Context: an optimization exercise on an open-source flow, tuned for small area and a short achievable clock period. The choices shown serve that exercise and are no tape-out recipe.
The RTL was checked by simulation tests, not by an equivalence proof against the original design.

==> design.v <==
`timescale 1ns/1ps
package fano_pkg;
    localparam int WIN_LEN  = 64;   
    localparam int CODE_MEM = 24;   
    typedef logic [1:0] branch_t;
    typedef logic [CODE_MEM-1:0] history_t;
    typedef logic signed [5:0]  bm_t;            
    typedef logic signed [15:0] path_metric_t;   
    typedef logic [6:0]         ptr_t;           
    localparam history_t PARITY_TAPS = 24'h9A5C37;
    localparam bm_t          MATCH_GAIN    = 6'sd1;
    localparam bm_t          MISMATCH_COST = 6'sd9;
    localparam path_metric_t DELTA_T       = 16'sd4;
    localparam path_metric_t NORM_LEVEL    = 16'sd256;   
    localparam ptr_t         PTR_MAX       = ptr_t'(WIN_LEN - CODE_MEM);
    typedef enum logic [2:0] {
        ST_INIT,
        ST_IDLE,
        ST_METRIC,
        ST_FORWARD,
        ST_BACKWARD
    } fano_state_t;
    typedef struct packed {
        branch_t  rx;
        history_t history;
        logic     worse;
    } node_view_t;
    typedef struct packed {
        branch_t exp0;
        branch_t exp1;
    } branch_pair_t;
    typedef struct packed {
        logic fwd;
        logic back;
        logic invert_flag;
        logic clear_flag;
    } move_cmd_t;
endpackage
`timescale 1ns/1ps
module branch_encoder (
    input  logic         clk,
    input  logic         nlocal_rst,
    input  logic         i_start,
    input  fano_pkg::history_t     i_history,
    output logic         o_vld,
    output fano_pkg::branch_pair_t o_pair
);
    logic tap_parity;
    assign tap_parity = ^(i_history & fano_pkg::PARITY_TAPS);
    always_ff @(posedge clk) begin
        if (!nlocal_rst) begin
            o_vld <= 1'b0;
        end else begin
            o_vld <= i_start;
        end
    end
    always_ff @(posedge clk) begin
        if (i_start) begin
            o_pair.exp0 <= {1'b0, tap_parity};
            o_pair.exp1 <= {1'b1, ~tap_parity};   
        end
    end
endmodule
`timescale 1ns/1ps
module branch_metric (
    input  logic         clk,
    input  logic         nlocal_rst,
    input  logic         i_vld,
    input  fano_pkg::branch_pair_t i_pair,
    input  fano_pkg::branch_t      i_rx,
    input  logic         i_worse,
    output logic         o_vld,
    output fano_pkg::bm_t          o_metric,
    output logic         o_sym
);
    fano_pkg::bm_t  score0;
    fano_pkg::bm_t  score1;
    logic pick1;
    function automatic fano_pkg::bm_t bit_score(logic expected, logic received);
        if (expected == received) bit_score = fano_pkg::MATCH_GAIN;
        else bit_score = -fano_pkg::MISMATCH_COST;
    endfunction
    assign score0 = bit_score(i_pair.exp0[1], i_rx[1]) + bit_score(i_pair.exp0[0], i_rx[0]);
    assign score1 = bit_score(i_pair.exp1[1], i_rx[1]) + bit_score(i_pair.exp1[0], i_rx[0]);
    assign pick1 = (score1 > score0) ^ i_worse;
    always_ff @(posedge clk) begin
        if (!nlocal_rst) begin
            o_vld <= 1'b0;
        end else begin
            o_vld <= i_vld;
        end
    end
    always_ff @(posedge clk) begin
        if (i_vld) begin
            o_metric <= pick1 ? score1 : score0;
            o_sym    <= pick1;
        end
    end
endmodule
`timescale 1ns/1ps
module path_memory (
    input  logic       clk,
    input  logic       nlocal_rst,
    input  logic       i_vld,
    input  fano_pkg::branch_t    i_branch,
    input  fano_pkg::move_cmd_t  i_move,
    input  logic       i_dec_sym,
    output fano_pkg::node_view_t o_fwd_view,
    output fano_pkg::node_view_t o_back_view,
    output logic       o_pointer_nonzero,
    output logic       o_worse_here,
    output logic       o_vld,
    output logic       o_dec_sym
);
    logic [fano_pkg::WIN_LEN-1:0] rx_d_q;      
    logic [fano_pkg::WIN_LEN-1:0] rx_p_q;      
    logic [fano_pkg::WIN_LEN-1:0] dec_q;
    logic [fano_pkg::WIN_LEN-1:0] worse_q;
    logic [fano_pkg::WIN_LEN-1:0] dec_n;
    logic [fano_pkg::WIN_LEN-1:0] worse_n;
    logic [fano_pkg::WIN_LEN-1:0] node_mask;
    logic [fano_pkg::WIN_LEN-1:0] fwd_hist;
    logic [fano_pkg::WIN_LEN-1:0] back_hist;
    fano_pkg::ptr_t               pointer_q;   
    fano_pkg::ptr_t               pointer_n;
    fano_pkg::ptr_t               fwd_idx;
    fano_pkg::ptr_t               node;
    function automatic logic bit_at(logic [fano_pkg::WIN_LEN-1:0] vec, fano_pkg::ptr_t idx);
        logic [fano_pkg::WIN_LEN-1:0] shifted;
        shifted = vec >> idx;
        bit_at = shifted[0];
    endfunction
    assign fwd_idx   = pointer_q - 1'b1;
    assign fwd_hist  = dec_q >> pointer_q;
    assign back_hist = dec_q >> (pointer_q + 1'b1);
    assign o_fwd_view.rx       = {bit_at(rx_d_q, fwd_idx), bit_at(rx_p_q, fwd_idx)};
    assign o_fwd_view.history  = fwd_hist[fano_pkg::CODE_MEM-1:0];
    assign o_fwd_view.worse    = bit_at(worse_q, fwd_idx);
    assign o_back_view.rx      = {bit_at(rx_d_q, pointer_q), bit_at(rx_p_q, pointer_q)};
    assign o_back_view.history = back_hist[fano_pkg::CODE_MEM-1:0];
    assign o_back_view.worse   = bit_at(worse_q, pointer_q);
    assign o_pointer_nonzero = (pointer_q != '0);
    assign o_worse_here      = o_fwd_view.worse;
    always_comb begin
        pointer_n = pointer_q;
        if (i_vld && (pointer_n < fano_pkg::PTR_MAX)) pointer_n = pointer_n + 1'b1;
        if (i_move.back && (pointer_n < fano_pkg::PTR_MAX)) pointer_n = pointer_n + 1'b1;
        if (i_move.fwd && (pointer_n != '0)) pointer_n = pointer_n - 1'b1;
    end
    always_comb begin
        dec_n   = dec_q;
        worse_n = worse_q;
        node    = fwd_idx;
        if (i_vld) begin
            dec_n   = {dec_q[fano_pkg::WIN_LEN-2:0], 1'b0};
            worse_n = {worse_q[fano_pkg::WIN_LEN-2:0], 1'b0};
            node    = pointer_q;   
        end
        node_mask = {{(fano_pkg::WIN_LEN-1){1'b0}}, 1'b1} << node;
        if (i_move.fwd) begin
            dec_n   = i_dec_sym ? (dec_n | node_mask) : (dec_n & ~node_mask);
            worse_n = worse_n & ~(node_mask >> 1);   
        end
        if (i_move.invert_flag) worse_n = worse_n | node_mask;
        if (i_move.clear_flag) worse_n = worse_n & ~node_mask;
    end
    always_ff @(posedge clk) begin
        if (!nlocal_rst) begin
            pointer_q <= '0;
            dec_q     <= '0;
            worse_q   <= '0;
            o_vld     <= 1'b0;
        end else begin
            pointer_q <= pointer_n;
            dec_q     <= dec_n;
            worse_q   <= worse_n;
            o_vld     <= i_vld;
        end
    end
    always_ff @(posedge clk) begin
        if (i_vld) begin
            rx_d_q    <= {rx_d_q[fano_pkg::WIN_LEN-2:0], i_branch[1]};
            rx_p_q    <= {rx_p_q[fano_pkg::WIN_LEN-2:0], i_branch[0]};
            o_dec_sym <= dec_q[fano_pkg::WIN_LEN-1];   
        end
    end
endmodule
`timescale 1ns/1ps
module fano_ctrl (
    input  logic      clk,
    input  logic      nlocal_rst,
    input  logic      i_shift,
    input  logic      i_pointer_nonzero,
    input  logic      i_worse_here,
    input  logic      i_fwd_metric_vld,
    input  fano_pkg::bm_t       i_fwd_metric,
    input  logic      i_back_metric_vld,
    input  fano_pkg::bm_t       i_back_metric,
    output logic      o_calc_fwd,
    output logic      o_calc_back,
    output fano_pkg::move_cmd_t o_move
);
    fano_pkg::fano_state_t  state_q;
    fano_pkg::fano_state_t  state_n;
    fano_pkg::path_metric_t t_q;       
    fano_pkg::path_metric_t mc_q;      
    fano_pkg::path_metric_t mp_q;      
    fano_pkg::path_metric_t ms_q;      
    fano_pkg::path_metric_t t_plus;
    logic         ms_vld_q;
    logic         mp_vld_q;
    logic         calc_back_q;
    logic         norm_en_q;
    logic [7:0]   fwd_cnt_q;   
    logic         t_up;
    logic         t_down;
    logic         metric_norm;
    logic         ms_ge_t;
    logic         mp_ge_t;
    assign t_plus      = t_q + fano_pkg::DELTA_T;
    assign ms_ge_t     = (ms_q >= t_q);
    assign mp_ge_t     = (mp_q >= t_q);
    assign o_calc_back = calc_back_q;   
    always_comb begin
        state_n     = state_q;
        o_calc_fwd  = 1'b0;
        o_move      = '0;
        t_up        = 1'b0;
        t_down      = 1'b0;
        metric_norm = 1'b0;
        case (state_q)
            fano_pkg::ST_INIT: begin
                if (i_shift) state_n = fano_pkg::ST_IDLE;   
            end
            fano_pkg::ST_IDLE: begin
                if (norm_en_q && (t_q == fano_pkg::NORM_LEVEL)) metric_norm = 1'b1;
                if (i_pointer_nonzero) begin
                    o_calc_fwd        = 1'b1;
                    o_move.clear_flag = 1'b1;   
                    state_n           = fano_pkg::ST_METRIC;
                end
            end
            fano_pkg::ST_METRIC: begin
                if (ms_vld_q) begin
                    if (ms_ge_t) begin
                        o_move.fwd = 1'b1;
                        state_n    = fano_pkg::ST_FORWARD;
                    end else if (mp_ge_t) begin
                        o_move.back = 1'b1;
                        state_n     = fano_pkg::ST_BACKWARD;
                    end else begin
                        t_down  = 1'b1;
                        state_n = fano_pkg::ST_IDLE;
                    end
                end
            end
            fano_pkg::ST_FORWARD: begin
                if (mp_q < t_plus) t_up = 1'b1;
                state_n = fano_pkg::ST_IDLE;
            end
            fano_pkg::ST_BACKWARD: begin
                if (mp_vld_q) begin
                    if (i_worse_here) begin
                        if (mp_ge_t) begin
                            o_move.back = 1'b1;
                        end else begin
                            t_down  = 1'b1;
                            state_n = fano_pkg::ST_IDLE;
                        end
                    end else begin
                        o_move.invert_flag = 1'b1;
                        o_calc_fwd         = 1'b1;
                        state_n            = fano_pkg::ST_METRIC;
                    end
                end
            end
            default: state_n = fano_pkg::ST_INIT;
        endcase
    end
    always_ff @(posedge clk) begin
        if (!nlocal_rst) begin
            state_q     <= fano_pkg::ST_INIT;
            t_q         <= '0;
            mc_q        <= '0;
            mp_q        <= 16'sh8000;   
            ms_vld_q    <= 1'b0;
            mp_vld_q    <= 1'b0;
            calc_back_q <= 1'b0;
            norm_en_q   <= 1'b0;
            fwd_cnt_q   <= '0;
        end else begin
            state_q     <= state_n;
            ms_vld_q    <= i_fwd_metric_vld;
            mp_vld_q    <= i_back_metric_vld;
            calc_back_q <= o_move.back;
            if (t_down) t_q <= t_q - fano_pkg::DELTA_T;
            else if (t_up) t_q <= t_plus;
            else if (metric_norm) t_q <= t_q >>> 1;
            if (o_move.fwd) begin
                mp_q <= mc_q;
                mc_q <= ms_q;
            end else if (o_move.back) begin
                mc_q <= mp_q;
            end else if (metric_norm) begin
                mc_q <= mc_q >>> 1;
                mp_q <= mp_q >>> 1;
            end else if (i_back_metric_vld) begin
                if (fwd_cnt_q == 8'd0) mp_q <= 16'sh8000;
                else if (fwd_cnt_q == 8'd1) mp_q <= '0;   
                else mp_q <= mp_q - fano_pkg::path_metric_t'(i_back_metric);
            end
            if (o_move.fwd && (fwd_cnt_q != 8'hFF)) fwd_cnt_q <= fwd_cnt_q + 1'b1;
            else if (o_move.back && (fwd_cnt_q != 8'h00)) fwd_cnt_q <= fwd_cnt_q - 1'b1;
            if (metric_norm) norm_en_q <= 1'b0;
            else if (state_q == fano_pkg::ST_METRIC) norm_en_q <= 1'b1;
        end
    end
    always_ff @(posedge clk) begin
        if (i_fwd_metric_vld) ms_q <= mc_q + fano_pkg::path_metric_t'(i_fwd_metric);
    end
endmodule
`timescale 1ns/1ps
module fano_decoder (
    input  logic    clk,
    input  logic    nlocal_rst,
    input  logic    i_vld,
    input  fano_pkg::branch_t i_branch,
    output logic    o_vld,
    output logic    o_dec_sym
);
    fano_pkg::node_view_t   fwd_view;
    fano_pkg::node_view_t   back_view;
    fano_pkg::move_cmd_t    move;
    logic         calc_fwd;
    logic         calc_back;
    logic         pointer_nonzero;
    logic         worse_here;
    logic         fwd_enc_vld;
    fano_pkg::branch_pair_t fwd_pair;
    logic         fwd_bm_vld;
    fano_pkg::bm_t          fwd_bm;
    logic         fwd_sym;
    logic         back_enc_vld;
    fano_pkg::branch_pair_t back_pair;
    logic         back_bm_vld;
    fano_pkg::bm_t          back_bm;
    fano_ctrl u_ctrl (
        .clk               (clk),
        .nlocal_rst        (nlocal_rst),
        .i_shift           (i_vld),
        .i_pointer_nonzero (pointer_nonzero),
        .i_worse_here      (worse_here),
        .i_fwd_metric_vld  (fwd_bm_vld),
        .i_fwd_metric      (fwd_bm),
        .i_back_metric_vld (back_bm_vld),
        .i_back_metric     (back_bm),
        .o_calc_fwd        (calc_fwd),
        .o_calc_back       (calc_back),
        .o_move            (move)
    );
    path_memory u_path_memory (
        .clk               (clk),
        .nlocal_rst        (nlocal_rst),
        .i_vld             (i_vld),
        .i_branch          (i_branch),
        .i_move            (move),
        .i_dec_sym         (fwd_sym),
        .o_fwd_view        (fwd_view),
        .o_back_view       (back_view),
        .o_pointer_nonzero (pointer_nonzero),
        .o_worse_here      (worse_here),
        .o_vld             (o_vld),
        .o_dec_sym         (o_dec_sym)
    );
    branch_encoder u_fwd_enc (
        .clk        (clk),
        .nlocal_rst (nlocal_rst),
        .i_start    (calc_fwd),
        .i_history  (fwd_view.history),
        .o_vld      (fwd_enc_vld),
        .o_pair     (fwd_pair)
    );
    branch_metric u_fwd_metric (
        .clk        (clk),
        .nlocal_rst (nlocal_rst),
        .i_vld      (fwd_enc_vld),
        .i_pair     (fwd_pair),
        .i_rx       (fwd_view.rx),
        .i_worse    (fwd_view.worse),
        .o_vld      (fwd_bm_vld),
        .o_metric   (fwd_bm),
        .o_sym      (fwd_sym)
    );
    branch_encoder u_back_enc (
        .clk        (clk),
        .nlocal_rst (nlocal_rst),
        .i_start    (calc_back),
        .i_history  (back_view.history),
        .o_vld      (back_enc_vld),
        .o_pair     (back_pair)
    );
    branch_metric u_back_metric (
        .clk        (clk),
        .nlocal_rst (nlocal_rst),
        .i_vld      (back_enc_vld),
        .i_pair     (back_pair),
        .i_rx       (back_view.rx),
        .i_worse    (back_view.worse),
        .o_vld      (back_bm_vld),
        .o_metric   (back_bm),
        .o_sym      ()
    );
endmodule
==> run.sh <==
#!/bin/bash
# synth_recipe.tcl (not shown) runs the flow's synth.tcl, then flattens the netlist and writes it again
# the make line also repeats each setting of config.mk as NAME=value (left out here)
make -C /OpenROAD-flow-scripts/flow DESIGN_CONFIG=/design/flow/config.mk WORK_HOME=/design/flow/orfs CLKGATE_MAP_FILE= SYNTH_SCRIPT=/design/flow/synth_recipe.tcl finish
==> config.mk <==
export PLATFORM = sky130hd
export DESIGN_NAME = fano_decoder
export DESIGN_NICKNAME = fano_decoder
export VERILOG_FILES = /design/flow/design.v
export SDC_FILE = /design/flow/constraint.sdc
export NUM_CORES = 4
export LEC_CHECK = 0
export CAP_MARGIN = 20
export CORE_MARGIN = 2
export CORE_UTILIZATION = 40
export SLEW_MARGIN = 20
==> constraint.sdc <==
create_clock -name core_clock -period 7.0 [get_ports {clk}]
set_input_delay 1.4000 -clock core_clock [delete_from_list [all_inputs] [get_ports {clk}]]
set_output_delay 1.4000 -clock core_clock [all_outputs]
set_load 0.01 [all_outputs]
==> flow_metrics.env <==
export IMPL_grt_overflow_total=0
export IMPL_diodes=0
export IMPL_max_slew_margin_rel=0.2508
export IMPL_stdcell_count=3448
export IMPL_fillers=6447
export IMPL_clkTransAtPathRegs_ps=60
export IMPL_nNetsFinal=2634
export IMPL_placed_cell_area_sq_um=28190
export IMPL_cts_sinks=362
export IMPL_slew_viol_final=0
export IMPL_synth_edf_count=159
export IMPL_reg2regPathDepth=19
export IMPL_first_pass_iters=6
export IMPL_yosys_warnings=4
export IMPL_cp_max_fo=35
export IMPL_cp_required_ps=7360
export IMPL_cpMostUsedCell="inv_1"
export IMPL_switching_power_mw=1.668
export IMPL_die_w_microns=266.7
export IMPL_drive_gt1_frac=0.1633
export IMPL_antenna_found_initial=2
export IMPL_grt_pass1_vias=21656
export IMPL_min_period_ps=5503
export IMPL_tightest_slew_ps=1124
export IMPL_synthFlopType="dfxtp_1"
export IMPL_cts_made_buffers=44
export IMPL_irDropWorstVdd_mv=0.1790
export IMPL_core_area_sq_um=68470
export IMPL_cts_tree="yes"
export IMPL_cts_setup_buffers=0
export IMPL_worstSetupPathType="register to register"
export IMPL_combPwrFrac=0.179
export IMPL_seq_area_frac_synth=0.3203
export IMPL_area_growth_pct=7.577
export IMPL_grt_pass1_wl_microns=126100
export IMPL_ant_nets=0
export IMPL_p_clk_frac=0.409
export IMPL_grt_max_degree=99
export IMPL_drcViolationCount=0
export IMPL_rsz0062_at_grt="false"
export IMPL_cp_end_kind="register"
export IMPL_synth_area_sq_um=27600
export IMPL_tns_ps=0
export IMPL_max_freq_mhz=181.7
export IMPL_synth_distinct_cells=89
export IMPL_cts_buffer_depth=3
export IMPL_synth_top_cell_by_area="mux4_2"
export IMPL_synth_top_cell_area_share=0.1747
export IMPL_worstHoldPathCells=0
export IMPL_ios=7
export IMPL_cts_resized=0
export IMPL_status="complete, no violations"
export IMPL_rows=96
export IMPL_finalWeightedCongestion=0.9205
export IMPL_synth_avg_cell_area_sq_um=10.48
export IMPL_cts_hold_buf=0
export IMPL_drt_iter0_drc=2358
export IMPL_total_leakage_power_nw=10.66
export IMPL_crit_path_start_kind="register"
export IMPL_finalInstanceArea_sq_um=29690
export IMPL_power_frac_seq=0.412
export IMPL_routed_via_count=22333
export IMPL_synth_cells=2634
export IMPL_fin_crit_sh=0.7862
export IMPL_fin_worst_skew_ps=69.70
export IMPL_arrival_ps=5860
export IMPL_max_stage_delay_ps=670
export IMPL_syn_nets=2738
export IMPL_hpwl_microns=55220
export IMPL_routedWlPerCell_microns=22.90
export IMPL_wl_microns=78950
export IMPL_p_int_mw=4.103
export IMPL_vias_per_cell=6.477
export IMPL_die_h_microns=266.7
export IMPL_setup_violations=0
export IMPL_cap_violations=0
export IMPL_cts_root_buf="clkbuf_16"
export IMPL_dpl_cell_count=3366
export IMPL_port_buffers=6
export IMPL_die_area_sq_um=71100
export IMPL_clk_latency_ps=600
export IMPL_hp_class="register to register"
export IMPL_finalHoldViolCount=0
export IMPL_crit_slowest_cell="dfxtp_4"
export IMPL_initial_core_util=0.4031
export IMPL_switching_share=0.2890
export IMPL_htreeDepth=2
export IMPL_ys_top_cells_by_area="mux4_2 (17%), edfxtp_1 (17%), dfxtp_1 (15%)"
export IMPL_synthArstFlopShare=0
export IMPL_crit_chain="inv_1 -> ha_4 -> buf_4 -> mux4_2 -> mux4_2 -> mux2_2 -> o211ai_2 -> xor2_1 -> ha_1 -> inv_1 -> ha_1 -> a21oi_1 -> o221ai_1 -> mux2i_1 -> a41oi_1 -> xnor2_1 -> nor2_1 -> a21oi_1 -> inv_1"
export IMPL_p_per_area_nw_per_um2=194.4
export IMPL_grtUsageTotal=0.2204
export IMPL_synth_seq_cells=362
export IMPL_p_total_mw=5.771
[power by group through the flow]
stage	logic (mW)	clock network [mW]	registers (mW)
2_1_floorplan	0.831	0	2.38
3_3_place_gp	1.00	0	2.41
3_5_place_dp	1.03	0	2.42
4_1_cts	1.03	2.42	2.37
5_1_grt	1.12	2.50	2.38
6_report	1.04	2.36	2.38
[worst max-delay path, delay by kind of cell (launching register included)]
family | cells | cell delay [ps]
muxes | 4 | 1260
adders and majority gates | 3 | 1040
and+or+nand+nor | 1 | 90
DFF | 1 | 670
AOI/OAI and AO/OA | 5 | 790
buffers and inverters | 4 | 700
xor gates and xnor gates | 2 | 730
[per-layer routing]
layer  global-route usage  routed length [microns]
met4              0.07440                     2500
met5                    0                       25
met3              0.02989                     5099
met1               0.3085                    34800
met2               0.3511                    36510
[sequential cells by signal, summed over array words and instances, names as in the netlist, 2 cells and up]
signal and cells:
u_fwd_metric.o_metric 5, u_ctrl.fwd_cnt_q 8, u_back_enc.o_pair 2, u_ctrl.ms_q 16, u_path_memory.rx_d_q 64, u_fwd_enc.o_pair 2, u_ctrl.mp_q 16, u_ctrl.mc_q 16
u_path_memory.rx_p_q 64, u_ctrl.state_q 3, u_ctrl.t_q 16, u_path_memory.pointer_q 7, u_path_memory.worse_q 64, u_back_metric.o_metric 4, u_path_memory.dec_q 64
[cells in the final DEF, fill, tap and decap left out, types with 10 or more instances in the layout]
cell type and n:
nand2_1 230, mux4_2 214, nor2_1 212, dfxtp_1 199, mux2i_1 198, edfxtp_1 159
o21ai_0 126, a21oi_1 120, ha_1 97, xnor2_1 70, o22ai_1 69, o211a_1 63
inv_1 62, nor3_1 61, mux2_2 45, clkbuf_16 45, buf_4 44, a211oi_1 35
nor2b_1 33, nand3_1 31, xor2_1 27, o21a_1 24, o311a_1 24, a221oi_1 22
nand4_1 20, and3_1 20, a31oi_1 20, o211ai_1 18, a21o_1 15, and2_1 15
a22oi_1 15, mux4_1 14, or3_1 12, nand2b_1 11, o21ai_1 10
[worst paths after layout]
kind / slack (ps) / to / from
min reg2reg: 470 / u_ctrl.ms_q[0] / u_ctrl.mc_q[0]
max: 1500 / u_fwd_metric.o_metric[4] / u_path_memory.pointer_q[1]
min: 470 / u_ctrl.ms_q[0] / u_ctrl.mc_q[0]
max reg2reg: 1500 / u_fwd_metric.o_metric[4] / u_path_memory.pointer_q[1]
[layout make-up]
cell class              count  area (sq um)  area share
multi-input cells        2000         17540      0.5907
clock inverters            23         264.0    0.008893
flip-flops and latches    362          8851      0.2982
inverters                  70         262.8    0.008851
clock buffers              59          1232     0.04152
well taps                 882          1104     0.03717
repair buffers             52         436.7     0.01471
[synthesized netlist by cell type, drive strengths merged (19+ instances only)]
library cell  count
ha               98
mux4            229
inv              69
mux2i           198
o22ai            70
a221oi           22
a31oi            20
nor2b            33
o211ai           19
xnor2            76
buf              93
dfxtp           203
xor2             29
nand2           231
nor3             62
mux2             50
o211a            63
clkbuf          109
o21ai           136
nand4            20
nor2            213
a21oi           120
nand3            32
o311a            24
o21a             24
edfxtp          159
a211oi           36
and3             20
[metrics by stage]
stage / setup WS (ps) / utilization / hold slack (ps)
after floorplan: 599.2 / - / 425.3
after global placement: 1640 / 0.4117 / 441.8
after detailed placement: 1515 / 0.4117 / 452.7
after CTS: 1561 / 0.4335 / 469.8
after global routing: 1202 / 0.4336 / 478.8
final: 1497 / 0.4336 / 470.6
[cell families (layout without fill, tap and decap cells)]
kind of cell / Yosys count / after routing / synth area share
mux: 477 / 477 / 0.2811
buf+inv: 272 / 204 / 0.04629
compound gates: 622 / 622 / 0.1548
simple gates: 695 / 695 / 0.1160
xor+xnor: 107 / 107 / 0.03632
flops: 362 / 362 / 0.3203
fa+ha+maj: 99 / 99 / 0.04516

re-timing with driven ports:
Ports are ideal in the flow. The routed layout listed here was re-timed in OpenROAD.
Step 1 sets driving cells, clkbuf_16 on the clock port and buf_2 on the other inputs (assumed; they add their load-dependent delay and slew).
Step 2 times the ports against the registers' clock, not the clock port: input delays grow and output delays shrink by t, the midpoint of the rising clock arrivals with the driver on.
a / b / c = no drivers / after step 1 / after step 2; a / b = the first two.
t (ns): 0.631
slack for setup (ns): 1.497 / 1.497 / 1.497
worst setup path at the end: register to register
slew at the worst register clock pin (ns): 0.07 / 0.07
worst slew at a driven data input, ns: 0.05
After both steps this run still meets setup and hold. The setup slack of this run moves by 0.000 ns with the drivers and by 0.000 ns with both steps.
